This design comes from an exercise in tuning for small area and a short achievable clock period on the open sky130 flow, not from production work.
RTL that was checked went through simulation tests only; none was proved equivalent to the original.
No activity file was given, so power comes from the tool's default toggle rates.

## alpha
==> flow/design.v <==
`timescale 1ns/1ps
`default_nettype none
package pio_pkg;
  typedef logic [31:0] word_t;
  typedef logic [15:0] instr_t;
  typedef logic [4:0]  pc_t;
  typedef logic [4:0]  pin_idx_t;
  typedef logic [15:0] div_t;
  localparam int FIFO_DEPTH = 4;
  localparam int FIFO_AW    = $clog2(FIFO_DEPTH);
  localparam int IMEM_DEPTH = 32;
  localparam logic [5:0] OSR_EMPTY = 6'd32;  
  typedef enum logic [2:0] {
    OP_JMP  = 3'd0,
    OP_WAIT = 3'd1,
    OP_IN   = 3'd2,
    OP_OUT  = 3'd3,
    OP_PULL = 3'd4,
    OP_MOV  = 3'd5,
    OP_IRQ  = 3'd6,
    OP_SET  = 3'd7
  } op_e;
  typedef struct packed {
    op_e        op;     
    logic [4:0] delay;  
    logic [2:0] op1;
    logic [4:0] op2;
  } decoded_t;
  typedef struct packed {
    div_t       div;
    pc_t        wrap_bottom;
    pc_t        wrap_top;
    pin_idx_t   out_base;
    logic [5:0] out_count;  
    pin_idx_t   set_base;
    logic [2:0] set_count;  
    pin_idx_t   jmp_pin;
    pin_idx_t   gpio_sel;
  } sm_cfg_t;
endpackage
`default_nettype wire
`timescale 1ns/1ps
`default_nettype none
module pio_clk_div (
  input  wire logic          clk,
  input  wire logic          rst_n,
  input  wire logic          en,
  input  wire pio_pkg::div_t div,
  output logic               tick
);
  pio_pkg::div_t m;
  logic          m_one;
  assign m_one = (m == 16'd1);
  always_ff @(posedge clk or negedge rst_n) begin
    if (!rst_n) begin
      m    <= 16'd1;
      tick <= 1'b0;
    end else if (!en) begin
      m    <= 16'd1;  
      tick <= 1'b0;
    end else if (m_one) begin
      tick <= 1'b1;
      m    <= {div[15:1], div[0] | (div[15:1] == 15'd0)};  
    end else begin
      tick <= 1'b0;
      m    <= m - 1'b1;
    end
  end
endmodule
`default_nettype wire
`timescale 1ns/1ps
`default_nettype none
module pio_instr_mem (
  input  wire logic            clk,
  input  wire logic            we,
  input  wire pio_pkg::pc_t    waddr,
  input  wire pio_pkg::instr_t wdata,
  input  wire pio_pkg::pc_t    raddr,
  output logic [14:0]          rdata,
  output logic [14:0]          wenc    
);
  logic [14:0] mem [pio_pkg::IMEM_DEPTH];
  logic [2:0]  op;
  logic [1:0]  cls;
  logic [4:0]  op2;
  assign op = wdata[15:13];
  always_comb begin
    case (op)
      3'd0:    begin cls = 2'd0; op2 = wdata[4:0]; end
      3'd3:    begin cls = 2'd1; op2 = wdata[4:0]; end
      3'd7:    begin cls = 2'd2; op2 = wdata[4:0]; end
      default: begin cls = 2'd3; op2 = {3'b0, op == 3'd4, op == 3'd1}; end
    endcase
  end
  assign wenc = {wdata[12:8], cls, wdata[7:5], op2};
  always_ff @(posedge clk) begin
    if (we) begin
      mem[waddr] <= wenc;
    end
  end
  assign rdata = mem[raddr];
endmodule
`default_nettype wire
`timescale 1ns/1ps
`default_nettype none
module pio_tx_fifo (
  input  wire logic           clk,
  input  wire logic           rst_n,
  input  wire logic           wr,
  input  wire pio_pkg::word_t wdata,
  input  wire logic           rd,
  output pio_pkg::word_t      rdata,
  output logic                empty,
  output logic                full
);
  pio_pkg::word_t mem [pio_pkg::FIFO_DEPTH];
  logic [2:0]     wr_ptr;  
  logic [2:0]     rd_ptr;
  logic           wr_ok;
  assign empty = (wr_ptr == rd_ptr);
  assign full  = (wr_ptr[1:0] == rd_ptr[1:0]) && (wr_ptr[2] != rd_ptr[2]);
  assign wr_ok = wr && !full;  
  always_ff @(posedge clk) begin
    if (wr_ok) begin
      mem[wr_ptr[1:0]] <= wdata;
    end
  end
  always_ff @(posedge clk or negedge rst_n) begin
    if (!rst_n) begin
      wr_ptr <= '0;
      rd_ptr <= '0;
    end else begin
      if (wr_ok) begin
        wr_ptr <= wr_ptr + 1'b1;
      end
      if (rd) begin  
        rd_ptr <= rd_ptr + 1'b1;
      end
    end
  end
  assign rdata = mem[rd_ptr[1:0]];  
endmodule
`default_nettype wire
`timescale 1ns/1ps
`default_nettype none
module pio_sm (
  input  wire logic             clk,
  input  wire logic             rst_n,
  input  wire logic             en,
  input  wire logic             tick,
  input  wire pio_pkg::sm_cfg_t cfg,
  input  wire logic [14:0]       imem_rd,     
  input  wire logic [14:0]       imem_wenc,   
  input  wire logic              prog_we,
  input  wire pio_pkg::pc_t      prog_addr,
  output pio_pkg::pc_t           fetch_addr,
  input  wire pio_pkg::word_t   gpio_in,
  input  wire pio_pkg::word_t   fifo_data,
  input  wire logic             fifo_empty,
  output logic                  fifo_rd,
  output pio_pkg::pc_t          pc,
  output pio_pkg::word_t        pins_out,
  output pio_pkg::word_t        pin_dirs
);
  logic [1:0]     cls;
  logic [4:0]     dly;
  logic [2:0]     op1;
  logic [4:0]     op2;
  pio_pkg::word_t x_q;
  pio_pkg::word_t y_q;
  pio_pkg::word_t osr;
  logic [5:0]     cnt;        
  logic [4:0]     delay_cnt;
  logic [14:0]    ir;         
  assign {dly, cls, op1, op2} = ir;
  logic is_jmp, is_wait, is_out, is_pull, is_set;
  assign is_jmp  = (cls == 2'd0);
  assign is_out  = (cls == 2'd1);
  assign is_set  = (cls == 2'd2);
  assign is_wait = (cls == 2'd3) && op2[0];
  assign is_pull = (cls == 2'd3) && op2[1];
  logic go;     
  logic stall;
  logic exec;
  assign go    = en && tick && (delay_cnt == 5'd0);
  assign stall = (is_wait && (gpio_in[cfg.gpio_sel] != op1[2])) ||
                 (is_pull && op1[2] && op1[0] && fifo_empty);
  assign exec  = go && !stall;
  logic wr_data, to_pins, to_dirs, to_x, to_y, to_pc;
  assign wr_data = is_out || is_set;
  assign to_pins = wr_data && (op1 == 3'd0);
  assign to_dirs = wr_data && (op1 == 3'd4);
  assign to_x    = wr_data && (op1 == 3'd1);
  assign to_y    = wr_data && (op1 == 3'd2);
  assign to_pc   = is_out && (op1 == 3'd5);
  logic [31:0] nmask;
  logic [31:0] out_val;
  always_comb begin
    for (int i = 0; i < 32; i++) nmask[i] = (op2 == 5'd0) || (i[4:0] < op2);
  end
  assign out_val = osr & nmask;
  logic [4:0]  base;
  logic [5:0]  kw;
  logic [31:0] v;
  logic [31:0] rot;
  assign base = is_set ? cfg.set_base : cfg.out_base;
  assign kw   = is_set ? {3'b0, cfg.set_count}
                       : (cfg.out_count[5] ? 6'd32 : cfg.out_count);
  assign v    = is_set ? {27'b0, op2} : out_val;
  assign rot  = ({v, v} << base) >> 32;
  logic [5:0]  ew;
  logic [31:0] ge_base;
  logic [31:0] lt_ew;
  logic [31:0] wmask;
  assign ew = {1'b0, base} + kw;
  always_comb begin
    for (int p = 0; p < 32; p++) begin
      ge_base[p] = (p[4:0] >= base);
      lt_ew[p]   = (p[4:0] < ew[4:0]);
    end
  end
  assign wmask = ew[5] ? (ge_base | lt_ew) : (ge_base & lt_ew);
  logic [31:0] val;
  assign val = is_set ? {27'b0, op2} : out_val;
  logic       jump;
  logic [4:0] pc_seq;
  logic [4:0] pc_nxt;
  always_comb begin
    case (op1)
      3'd0:    jump = 1'b1;
      3'd1:    jump = (x_q == '0);
      3'd2:    jump = (x_q != '0);
      3'd3:    jump = (y_q == '0);
      3'd4:    jump = (y_q != '0);
      3'd5:    jump = (x_q != y_q);
      3'd6:    jump = gpio_in[cfg.jmp_pin];
      default: jump = !cnt[5];
    endcase
  end
  assign pc_seq = (pc == cfg.wrap_top) ? cfg.wrap_bottom : pc + 1'b1;
  assign pc_nxt = to_pc ? val[4:0] : ((is_jmp && jump) ? op2 : pc_seq);
  logic pull_ld;
  assign pull_ld = is_pull && op1[2] && (!fifo_empty || !op1[0]);
  assign fifo_rd = go && is_pull && op1[2] && !fifo_empty;
  logic [6:0] cnt_sum;
  assign cnt_sum = {1'b0, cnt} + {1'b0, (op2 == 5'd0), op2};
  always_ff @(posedge clk or negedge rst_n) begin
    if (!rst_n) begin
      delay_cnt <= '0;
    end else if (en && tick) begin
      if (delay_cnt != 5'd0) begin
        delay_cnt <= delay_cnt - 1'b1;
      end else if (!stall) begin
        delay_cnt <= dly;
      end
    end
  end
  always_ff @(posedge clk or negedge rst_n) begin
    if (!rst_n) begin
      pc <= '0;
    end else if (exec) begin
      pc <= pc_nxt;
    end
  end
  logic fresh;
  always_ff @(posedge clk or negedge rst_n) begin
    if (!rst_n) begin
      fresh <= 1'b1;
    end else begin
      fresh <= 1'b0;
    end
  end
  assign fetch_addr = fresh ? 5'd0 : pc_nxt;
  always_ff @(posedge clk) begin
    if (exec || fresh) begin
      ir <= (prog_we && prog_addr == fetch_addr) ? imem_wenc : imem_rd;
    end else if (prog_we && prog_addr == pc) begin
      ir <= imem_wenc;
    end
  end
  always_ff @(posedge clk or negedge rst_n) begin
    if (!rst_n) begin
      x_q <= '0;
    end else if (go && to_x) begin
      x_q <= val;
    end else if (go && is_jmp && op1 == 3'd2) begin
      x_q <= x_q - 1'b1;
    end
  end
  always_ff @(posedge clk or negedge rst_n) begin
    if (!rst_n) begin
      y_q <= '0;
    end else if (go && to_y) begin
      y_q <= val;
    end else if (go && is_jmp && op1 == 3'd4) begin
      y_q <= y_q - 1'b1;
    end
  end
  always_ff @(posedge clk or negedge rst_n) begin
    if (!rst_n) begin
      osr <= '0;
    end else if (go && pull_ld) begin
      osr <= fifo_empty ? x_q : fifo_data;
    end else if (go && is_out) begin
      osr <= (op2 == 5'd0) ? 32'd0 : (osr >> op2);
    end
  end
  always_ff @(posedge clk or negedge rst_n) begin
    if (!rst_n) begin
      cnt <= 6'd32;
    end else if (go && pull_ld) begin
      cnt <= '0;
    end else if (go && is_out) begin
      cnt <= cnt_sum[6] || (cnt_sum[5] && cnt_sum[4:0] != 5'd0) ? 6'd32 : cnt_sum[5:0];
    end
  end
  always_ff @(posedge clk or negedge rst_n) begin
    if (!rst_n) begin
      pins_out <= '0;
      pin_dirs <= '0;
    end else begin
      for (int p = 0; p < 32; p++) begin
        if (go && to_pins && wmask[p]) pins_out[p] <= rot[p];
        if (go && to_dirs && wmask[p]) pin_dirs[p] <= rot[p];
      end
    end
  end
endmodule
`default_nettype wire
`timescale 1ns/1ps
`default_nettype none
module pio_top (
  input  wire logic        clk,
  input  wire logic        rst_n,
  input  wire logic        en,
  input  wire logic [54:0] cfg,
  input  wire logic        prog_we,
  input  wire logic [4:0]  prog_addr,
  input  wire logic [15:0] prog_data,
  input  wire logic        tx_wr,
  input  wire logic [31:0] tx_data,
  output logic             tx_full,
  input  wire logic [31:0] gpio_in,
  output logic [31:0]      pins_out,
  output logic [31:0]      pin_dirs,
  output logic [4:0]       pc
);
  pio_pkg::sm_cfg_t cfg_s;
  assign cfg_s = cfg;
  logic            tick;
  logic [14:0]     imem_rd;
  logic [14:0]     imem_wenc;
  pio_pkg::pc_t    fetch_addr;
  pio_pkg::word_t  fifo_data;
  logic            fifo_empty;
  logic            fifo_rd;
  pio_clk_div u_div (
    .clk   (clk),
    .rst_n (rst_n),
    .en    (en),
    .div   (cfg_s.div),
    .tick  (tick)
  );
  pio_instr_mem u_imem (
    .clk   (clk),
    .we    (prog_we),
    .waddr (prog_addr),
    .wdata (prog_data),
    .raddr (fetch_addr),
    .rdata (imem_rd),
    .wenc  (imem_wenc)
  );
  pio_tx_fifo u_fifo (
    .clk   (clk),
    .rst_n (rst_n),
    .wr    (tx_wr),
    .wdata (tx_data),
    .rd    (fifo_rd),
    .rdata (fifo_data),
    .empty (fifo_empty),
    .full  (tx_full)
  );
  pio_sm u_sm (
    .clk        (clk),
    .rst_n      (rst_n),
    .en         (en),
    .tick       (tick),
    .cfg        (cfg_s),
    .imem_rd    (imem_rd),
    .imem_wenc  (imem_wenc),
    .prog_we    (prog_we),
    .prog_addr  (prog_addr),
    .fetch_addr (fetch_addr),
    .gpio_in    (gpio_in),
    .fifo_data  (fifo_data),
    .fifo_empty (fifo_empty),
    .fifo_rd    (fifo_rd),
    .pc         (pc),
    .pins_out   (pins_out),
    .pin_dirs   (pin_dirs)
  );
endmodule
`default_nettype wire
Settings: LEC_CHECK=0, CAP_MARGIN=20, CORE_MARGIN=2, CORE_UTILIZATION=40, PLACE_DENSITY=0.6, SETUP_SLACK_MARGIN=4.0, SLEW_MARGIN=20; clock period 8.0 ns.
run.sh (not shown) runs the stock make flow with config.mk's settings and CLKGATE_MAP_FILE= SYNTH_SCRIPT=/design/flow/synth_recipe.tcl, a recipe that flattens the netlist after the stock synthesis.
The inputs of beta differ from those of alpha as listed below.
diff --git a/flow/design.v b/flow/design.v
--- a/flow/design.v
+++ b/flow/design.v
@@ -76,6 +76,8 @@
   input  wire pio_pkg::pc_t    waddr,
   input  wire pio_pkg::instr_t wdata,
-  input  wire pio_pkg::pc_t    raddr,
-  output logic [14:0]          rdata,
+  input  wire pio_pkg::pc_t    raddr_t,
+  input  wire pio_pkg::pc_t    raddr_s,
+  output logic [14:0]          rdata_t,
+  output logic [14:0]          rdata_s,
   output logic [14:0]          wenc    
 );
@@ -99,5 +101,6 @@
     end
   end
-  assign rdata = mem[raddr];
+  assign rdata_t = mem[raddr_t];
+  assign rdata_s = mem[raddr_s];
 endmodule
 `default_nettype wire
@@ -150,9 +153,11 @@
   input  wire logic             tick,
   input  wire pio_pkg::sm_cfg_t cfg,
-  input  wire logic [14:0]       imem_rd,     
+  input  wire logic [14:0]       imem_rd_t,   
+  input  wire logic [14:0]       imem_rd_s,   
   input  wire logic [14:0]       imem_wenc,   
   input  wire logic              prog_we,
   input  wire pio_pkg::pc_t      prog_addr,
-  output pio_pkg::pc_t           fetch_addr,
+  output pio_pkg::pc_t           fetch_t,     
+  output pio_pkg::pc_t           fetch_s,     
   input  wire pio_pkg::word_t   gpio_in,
   input  wire pio_pkg::word_t   fifo_data,
@@ -239,5 +244,9 @@
   end
   assign pc_seq = (pc == cfg.wrap_top) ? cfg.wrap_bottom : pc + 1'b1;
-  assign pc_nxt = to_pc ? val[4:0] : ((is_jmp && jump) ? op2 : pc_seq);
+  logic       take;
+  logic [4:0] tgt;
+  assign tgt    = to_pc ? val[4:0] : op2;
+  assign take   = to_pc || (is_jmp && jump);
+  assign pc_nxt = take ? tgt : pc_seq;
   logic pull_ld;
   assign pull_ld = is_pull && op1[2] && (!fifo_empty || !op1[0]);
@@ -271,8 +280,13 @@
     end
   end
-  assign fetch_addr = fresh ? 5'd0 : pc_nxt;
+  assign fetch_t = tgt;
+  assign fetch_s = fresh ? 5'd0 : pc_seq;
+  logic [14:0] ir_t;
+  logic [14:0] ir_s;
+  assign ir_t = (prog_we && prog_addr == fetch_t) ? imem_wenc : imem_rd_t;
+  assign ir_s = (prog_we && prog_addr == fetch_s) ? imem_wenc : imem_rd_s;
   always_ff @(posedge clk) begin
     if (exec || fresh) begin
-      ir <= (prog_we && prog_addr == fetch_addr) ? imem_wenc : imem_rd;
+      ir <= (take && !fresh) ? ir_t : ir_s;
     end else if (prog_we && prog_addr == pc) begin
       ir <= imem_wenc;
@@ -349,7 +363,9 @@
   assign cfg_s = cfg;
   logic            tick;
-  logic [14:0]     imem_rd;
+  logic [14:0]     imem_rd_t;
+  logic [14:0]     imem_rd_s;
   logic [14:0]     imem_wenc;
-  pio_pkg::pc_t    fetch_addr;
+  pio_pkg::pc_t    fetch_t;
+  pio_pkg::pc_t    fetch_s;
   pio_pkg::word_t  fifo_data;
   logic            fifo_empty;
@@ -367,6 +383,8 @@
     .waddr (prog_addr),
     .wdata (prog_data),
-    .raddr (fetch_addr),
-    .rdata (imem_rd),
+    .raddr_t (fetch_t),
+    .raddr_s (fetch_s),
+    .rdata_t (imem_rd_t),
+    .rdata_s (imem_rd_s),
     .wenc  (imem_wenc)
   );
@@ -387,9 +405,11 @@
     .tick       (tick),
     .cfg        (cfg_s),
-    .imem_rd    (imem_rd),
+    .imem_rd_t  (imem_rd_t),
+    .imem_rd_s  (imem_rd_s),
     .imem_wenc  (imem_wenc),
     .prog_we    (prog_we),
     .prog_addr  (prog_addr),
-    .fetch_addr (fetch_addr),
+    .fetch_t    (fetch_t),
+    .fetch_s    (fetch_s),
     .gpio_in    (gpio_in),
     .fifo_data  (fifo_data),
- Compared to alpha, beta has part of the cycle the worst path needs 10 points lower.
- Measured against alpha, the via-per-instance ratio of beta comes out at 1.10 times the reference value.
- Per the comparison of beta with alpha, power per unit of standard cell area dropped 12 mW/mm^2, final estimated routing congestion in global placement climbed 0.029.
- Net count after synthesis (beta / alpha): 1.14
- NOTE: non-clock buffer count in beta exceeds that of alpha
- Compared with alpha, placement density in the core of beta is lower.
- beta vs alpha — maximum frequency climbed by more than 10%
- beta: compound-cell area share of the yosys netlist higher than alpha
- Looking at power of the sequential group, beta sits about 3% higher than alpha does.
Function not checked in alpha: the RTL went through the layout flow alone.

-- port drivers added, routing unchanged --
In the flow no input, the clock included, has a driving cell. The finished layouts below were timed again as built, in two steps.
Step 1 sets driving cells, clkbuf_16 on the clock port and buf_2 on the other inputs (assumed; they add their load-dependent delay and slew).
Step 2 moves the port delays by t, midway between the first and last clock arrival at a register: inputs arrive t later, outputs are due t later. That takes back most of the time a late clock gives input paths.
Slacks: ideal ports / drivers / drivers and shift; pairs: ideal ports / drivers.
| run | t, ns | setup slack, ns | worst setup path after step 2 | worst register clock-pin slew, ns |
|---|---|---|---|---|
| alpha | 0.723 | 3.138 / 3.138 / 2.415 | input to register | 0.07 / 0.07 |
| beta | 0.740 | 3.968 / 3.952 / 3.212 | input to register | 0.08 / 0.08 |
After both steps every run listed still meets setup and hold. For beta, which loses most, drivers alone change the setup slack by -0.016 ns; drivers and shift together by -0.756 ns.
